Source: an optimization exercise on an open RTL-to-GDS flow (aim: small area, a short achievable clock period and few clock cycles per item). Production flows keep margins and buffers that such runs may drop.
At most, simulation tests tie the RTL to the original design; equivalence was not proved.

==> trial 10 <==
==> flow/design.v (excerpt) <==
module fc_top (
    input  logic        clk,
    input  logic        rstn,
    input  logic        host_en,
    input  logic        host_sel,
    input  logic [7:0]  host_addr,
    input  logic [31:0] host_data,
    input  logic        start,
    output logic        t_valid,
    output logic [3:0]  class_idx
);
    logic [31:0] w0  [8][4];
    logic [7:0]  b0  [8];
    logic [31:0] w1  [10][2];
    logic [7:0]  b1  [10];
    logic [31:0] img [4];
    logic        running;
    logic        wr_ok;
    logic        img_we;
    logic        par_we;
    logic        w0b0_we;
    logic [5:0]  pa;
    assign wr_ok   = host_en && !running;
    assign img_we  = wr_ok && !host_sel;
    assign par_we  = wr_ok && host_sel;
    assign pa      = host_addr[5:0];
    assign w0b0_we = par_we && pa < 6'd34;
    always_ff @(posedge clk) begin
        for (int j = 0; j < 8; j++) begin
            for (int w = 0; w < 4; w++) begin
                if (par_we && pa == 6'(4 * j + w)) w0[j][w] <= host_data;
            end
        end
        for (int k = 0; k < 8; k++) begin
            if (par_we && pa == 6'(32 + k / 4)) b0[k] <= host_data[8*(k%4) +: 8];
        end
        for (int o = 0; o < 10; o++) begin
            for (int w = 0; w < 2; w++) begin
                if (par_we && pa == 6'(34 + 2 * o + w)) w1[o][w] <= host_data;
            end
        end
        for (int o = 0; o < 10; o++) begin
            if (par_we && pa == 6'(54 + o / 4)) b1[o] <= host_data[8*(o%4) +: 8];
        end
        for (int w = 0; w < 4; w++) begin
            if (img_we && host_addr[1:0] == 2'(w)) img[w] <= host_data;
        end
    end
    logic       dirty;       
    logic [1:0] rnext;       
    logic       ph_act;      
    logic [1:0] ph;          
    logic       op_v;
    logic       op_l1;       
    logic       op_init;     
    logic [3:0] nx_col;      
    logic [2:0] nx_ph;       
    logic [1:0] op_phb;
    logic [8:0] a_reg [2][4];
    logic        s2_v;
    logic        s2_l1;
    logic        s2_init;
    logic [1:0]  s2_phb;
    logic [19:0] s2_s [8];
    logic [19:0] s2_c [8];
    logic issue_delta;
    logic issue_rec;
    logic issue_l1;
    logic start_acc;
    assign start_acc   = start && !running;
    assign issue_delta = img_we;
    assign issue_rec   = !img_we && !w0b0_we && dirty;
    assign issue_l1    = running && ph_act && !dirty && !(op_v && !op_l1);
  ...
Settings: LEC_CHECK=0, CAP_MARGIN=20, CORE_MARGIN=2, CORE_UTILIZATION=45, CTS_CLUSTER_DIAMETER=100, CTS_CLUSTER_SIZE=30, SETUP_SLACK_MARGIN=5, SLEW_MARGIN=20, SYNTH_HIERARCHICAL=1, SYNTH_MINIMUM_KEEP_SIZE=0; clock period 10.0 ns.
run.sh (not shown) runs the stock make flow with config.mk's settings and CLKGATE_MAP_FILE= SYNTH_SCRIPT=/design/flow/synth_recipe.tcl, a recipe that flattens the netlist after the stock synthesis.
==> trial 29: changes against trial 10 <==
--- a/flow/design.v
+++ b/flow/design.v
@@ -737,22 +737,23 @@
     assign start_acc   = start && !running;
     assign issue_delta = img_we;
     assign issue_rec   = !img_we && !w0b0_we && dirty;
     assign issue_l1    = running && ph_act && !dirty && !(op_v && !op_l1);
     logic signed [19:0] acc     [8];
     logic signed [19:0] acc_upd [8];
     logic        [6:0]  h_next  [8];
     logic               s2_l0;
+    assign s2_l0 = s2_v && !s2_l1;
     logic [19:0] base  [8];
     logic [19:0] fa_s  [8];
     logic [19:0] fa_c  [8];
     always_comb begin
         for (int j = 0; j < 8; j++) begin
-            base[j] = acc[j];
+            base[j] = s2_init ? 20'($signed(b0[j])) : acc[j];
         end
     end
     for (genvar j = 0; j < 8; j++) begin : g_acc_fa
         for (genvar b = 0; b < 20; b++) begin : g_bit
             fadd u_fa (.a(base[j][b]), .b(s2_s[j][b]), .ci(s2_c[j][b]), .s(fa_s[j][b]), .co(fa_c[j][b]));
         end
     end
     always_comb begin
@@ -763,31 +764,31 @@
                 acc_upd[j] = acc[j];
             end
             if (acc_upd[j][19]) h_next[j] = 7'd0;
             else if (|acc_upd[j][18:11]) h_next[j] = 7'd127;
             else h_next[j] = acc_upd[j][10:4];
         end
     end
     always_ff @(posedge clk) begin
-        for (int j = 0; j < 8; j++) acc[j] <= (op_v && op_init) ? 20'd0 : acc_upd[j];
+        for (int j = 0; j < 8; j++) acc[j] <= acc_upd[j];
     end
     logic [31:0] img_sel;
     logic [31:0] img_rec;
     assign img_sel = img[host_addr[1:0]];
     assign img_rec = img[rnext];
     always_ff @(posedge clk) begin
         for (int q = 0; q < 2; q++) begin
             for (int l = 0; l < 4; l++) begin
                 if (issue_delta) begin
                     a_reg[q][l] <= {host_data[8*l+7], host_data[8*l +: 8]}
                                  - {img_sel[8*l+7], img_sel[8*l +: 8]};
                 end else if (issue_rec) begin
                     a_reg[q][l] <= {img_rec[8*l+7], img_rec[8*l +: 8]};
-                end else begin
+                end else if (issue_l1 && ph == 2'd0) begin
                     a_reg[q][l] <= {2'b00, h_next[4*q+l]};
                 end
             end
         end
         op_phb  <= ph;
         op_init <= issue_rec && rnext == 2'd0;
         op_l1   <= issue_l1;
     end
@@ -808,27 +809,27 @@
                 end
                 for (int p = 0; p < 3; p++) begin
                     if (4 * p + j / 2 < 10) begin
                         v = v | ({8{nx_ph[p]}} & w1[4 * p + j / 2][j % 2][8*l +: 8]);
                     end
                 end
                 opb[j][l] <= v;
             end
-            begin
+            if (j % 2 == 0) begin
                 logic [7:0] e;
-                e = (issue_rec && rnext == 2'd0) ? b0[j] : '0;
-                if (j % 2 == 0) begin
-                    for (int p = 0; p < 3; p++) begin
-                        if (4 * p + j / 2 < 10) begin
-                            e = e | ({8{nx_ph[p]}} & b1[4 * p + j / 2]);
-                        end
+                e = '0;
+                for (int p = 0; p < 3; p++) begin
+                    if (4 * p + j / 2 < 10) begin
+                        e = e | ({8{nx_ph[p]}} & b1[4 * p + j / 2]);
                     end
                 end
                 ex[j] <= e;
+            end else begin
+                ex[j] <= '0;
             end
         end
     end
     for (genvar j = 0; j < 8; j++) begin : g_tree
         ntree u_tree (
             .a0 (a_reg[j%2][0]), .b0 (opb[j][0]),
             .a1 (a_reg[j%2][1]), .b1 (opb[j][1]),
             .a2 (a_reg[j%2][2]), .b2 (opb[j][2]),
@@ -839,78 +840,72 @@
         );
     end
     always_ff @(posedge clk) begin
         for (int j = 0; j < 8; j++) begin
             s2_s[j] <= t_s[j];
             s2_c[j] <= t_c[j];
         end
         s2_init <= op_init;
-        s2_l0   <= op_v && !op_l1;
         s2_l1   <= op_l1;
         s2_phb  <= op_phb;
     end
     logic [17:0]        u_s [4];
     logic [17:0]        u_c [4];
     logic [17:0]        v_s [4];
     logic [17:0]        v_c [4];
     logic signed [17:0] ssum [4];
     logic [17:0]        uc_sh [4];
     logic signed [7:0]  sc [4];
     logic signed [7:0]  best_val;
-    logic [3:0]         best_idx;
-    logic               sq_v;
-    logic [1:0]         sq_ph;
-    logic signed [7:0]  sq [4];
     logic signed [7:0]  vb;
+    logic [3:0]         gv;       
     logic [3:0]         win;      
+    logic [3:0]         gtb;      
     logic [1:0]         ib;
-    logic               w8, w9;
+    logic               take;
     for (genvar g = 0; g < 4; g++) begin : g_sc_fa
         assign uc_sh[g] = {u_c[g][16:0], 1'b0};
         for (genvar b = 0; b < 18; b++) begin : g_bit
             fadd u_fa1 (.a(s2_s[2*g][b]), .b(s2_c[2*g][b]), .ci(s2_s[2*g+1][b]),
                         .s(u_s[g][b]), .co(u_c[g][b]));
             fadd u_fa2 (.a(u_s[g][b]), .b(uc_sh[g][b]), .ci(s2_c[2*g+1][b]),
                         .s(v_s[g][b]), .co(v_c[g][b]));
         end
     end
     always_comb begin
         for (int g = 0; g < 4; g++) begin
             ssum[g] = v_s[g] + {v_c[g][16:0], 1'b0};
             if (ssum[g][17] && !(&ssum[g][16:11])) sc[g] = 8'sh80;
             else if (!ssum[g][17] && (|ssum[g][16:11])) sc[g] = 8'sh7f;
             else sc[g] = ssum[g][11:4];
         end
-    end
-    always_comb begin
+        gv = (s2_phb == 2'd2) ? 4'b0011 : 4'b1111;
         for (int g = 0; g < 4; g++) begin
-            win[g] = 1'b1;
+            win[g] = gv[g];
             for (int k = 0; k < 4; k++) begin
-                if (k < g && !(sq[g] > sq[k])) win[g] = 1'b0;
-                if (k > g && (sq[k] > sq[g])) win[g] = 1'b0;
+                if (k < g && gv[k] && !(sc[g] > sc[k])) win[g] = 1'b0;
+                if (k > g && gv[k] && (sc[k] > sc[g])) win[g] = 1'b0;
             end
+            gtb[g] = sc[g] > best_val;
         end
         vb = '0;
-        for (int g = 0; g < 4; g++) vb = vb | ({8{win[g]}} & sq[g]);
+        for (int g = 0; g < 4; g++) vb = vb | ({8{win[g]}} & sc[g]);
         ib = {win[3] | win[2], win[3] | win[1]};
+        take = s2_phb == 2'd0 || |(win & gtb);
+    end
+    always_ff @(posedge clk) begin
+        if (s2_v && s2_l1 && take) best_val <= vb;
     end
-    assign w8 = (sq[0] > best_val) && !(sq[1] > sq[0]);
-    assign w9 = (sq[1] > best_val) && (sq[1] > sq[0]);
-    assign class_idx = w8 ? 4'd8 : w9 ? 4'd9 : best_idx;
     always_ff @(posedge clk or negedge rstn) begin
         if (!rstn) begin
             running   <= 1'b0;
             t_valid   <= 1'b0;
+            class_idx <= '0;
             dirty     <= 1'b1;
-            sq_v      <= 1'b0;
-            sq_ph     <= '0;
-            for (int g = 0; g < 4; g++) sq[g] <= '0;
-            best_val  <= '0;
-            best_idx  <= '0;
             rnext     <= '0;
             ph_act    <= 1'b0;
             ph        <= '0;
             op_v      <= 1'b0;
             s2_v      <= 1'b0;
         end else begin
             op_v <= issue_delta || issue_rec || issue_l1;
             s2_v <= op_v;
@@ -926,26 +921,18 @@
                 t_valid <= 1'b0;
                 ph_act  <= 1'b1;
                 ph      <= '0;
             end
             if (issue_l1) begin
                 ph <= ph + 2'd1;
                 if (ph == 2'd2) ph_act <= 1'b0;
             end
-            sq_v <= s2_v && s2_l1;
-            if (s2_v && s2_l1) begin
-                sq_ph <= s2_phb;
-                for (int g = 0; g < 4; g++) sq[g] <= sc[g];
-            end
-            if (sq_v && sq_ph != 2'd2 && (sq_ph == 2'd0 || vb > best_val)) begin
-                best_val <= vb;
-                best_idx <= {sq_ph, ib};
-            end
             if (s2_v && s2_l1) begin
+                if (take) class_idx <= {s2_phb, ib};
                 if (s2_phb == 2'd2) begin
                     t_valid <= 1'b1;
                     running <= 1'b0;
                 end
             end
         end
     end
 endmodule
==> flow/config.mk (replaced) <==
export PLATFORM = sky130hd
export DESIGN_NAME = fc_top
export DESIGN_NICKNAME = fc_top
export VERILOG_FILES = /design/flow/design.v
export SDC_FILE = /design/flow/constraint.sdc
export NUM_CORES = 4
export LEC_CHECK = 0
export CAP_MARGIN = 20
export CORE_MARGIN = 2
export CORE_UTILIZATION = 55
export SETUP_SLACK_MARGIN = 5
export SLEW_MARGIN = 20
export SYNTH_HIERARCHICAL = 1
export SYNTH_MINIMUM_KEEP_SIZE = 0
==> run notes <==
| metric | trial 10 | trial 29 |
|---|---|---|
| Outcome | timing/DRC/antenna clean | timing/DRC/antenna clean |
| Met3 Resource Use GR | 0.0924 | 0.109 |
| Total CTS buffers | 140 | 302 |
| CTS H-Tree Depth | 4 | 5 |
| Worst r2r dst | s2_s[7][10] | class_idx[3] |
| Adder and majority cell fraction of the synthesized area | 0.315 | 0.316 |
| Mux contribution to synthesized area | 0.0100 | 0.00892 |
| Cts repair resizes | 350 | 608 |
| Post-layout net count | 15000 | 15400 |
| Post-CTS setup repair buffer count | 51 | 192 |
| Synthesized area per cell | 14.0 sq um | 13.9 sq um |
| Final worst path period share | 0.541 | 0.639 |
| Critical path required time | 8.00 ns | 10.80 ns |
| WL met3 | 77200 um | 74500 um |
| Share of cell area taken by multi-input logic gates | 0.491 | 0.483 |
| Maximum number of pins on one net before global-route repair | 113 | 126 |
| Element type at the critical path end | output port | flip-flop |
Testbench counts of trial 10, summed over its fixed seeds: cycles 3,840, items 384.
No functional check of the RTL was part of trial 29.

re-timing with driven ports:
How much do the figures lean on ideal ports? The routed layouts below were timed once more, with nothing changed but the port constraints. Step 1 sets driving cells, clkbuf_16 on the clock port and buf_2 on the other inputs (assumed; they add their load-dependent delay and slew). Step 2 also shifts input and output timing later by t, the mid clock arrival at the registers, as if the neighbouring blocks saw the same clock. Slacks: no drivers / after step 1 / after step 2; pairs: no drivers / after step 1.
| run | t, ns | setup slack, ns | clock arrival spread, ns | cell pins on the clock port's net |
|---|---|---|---|---|
| trial 10 | 1.007 | 4.592 / 4.482 / 4.057 | 0.096 / 0.096 | 1 |
| trial 29 | 1.014 | 3.614 / 3.614 / 3.614 | 0.085 / 0.085 | 1 |
After both steps setup and hold are still met in every run listed. For trial 10, which loses most, drivers alone change the setup slack by -0.110 ns; drivers and shift together by -0.535 ns.
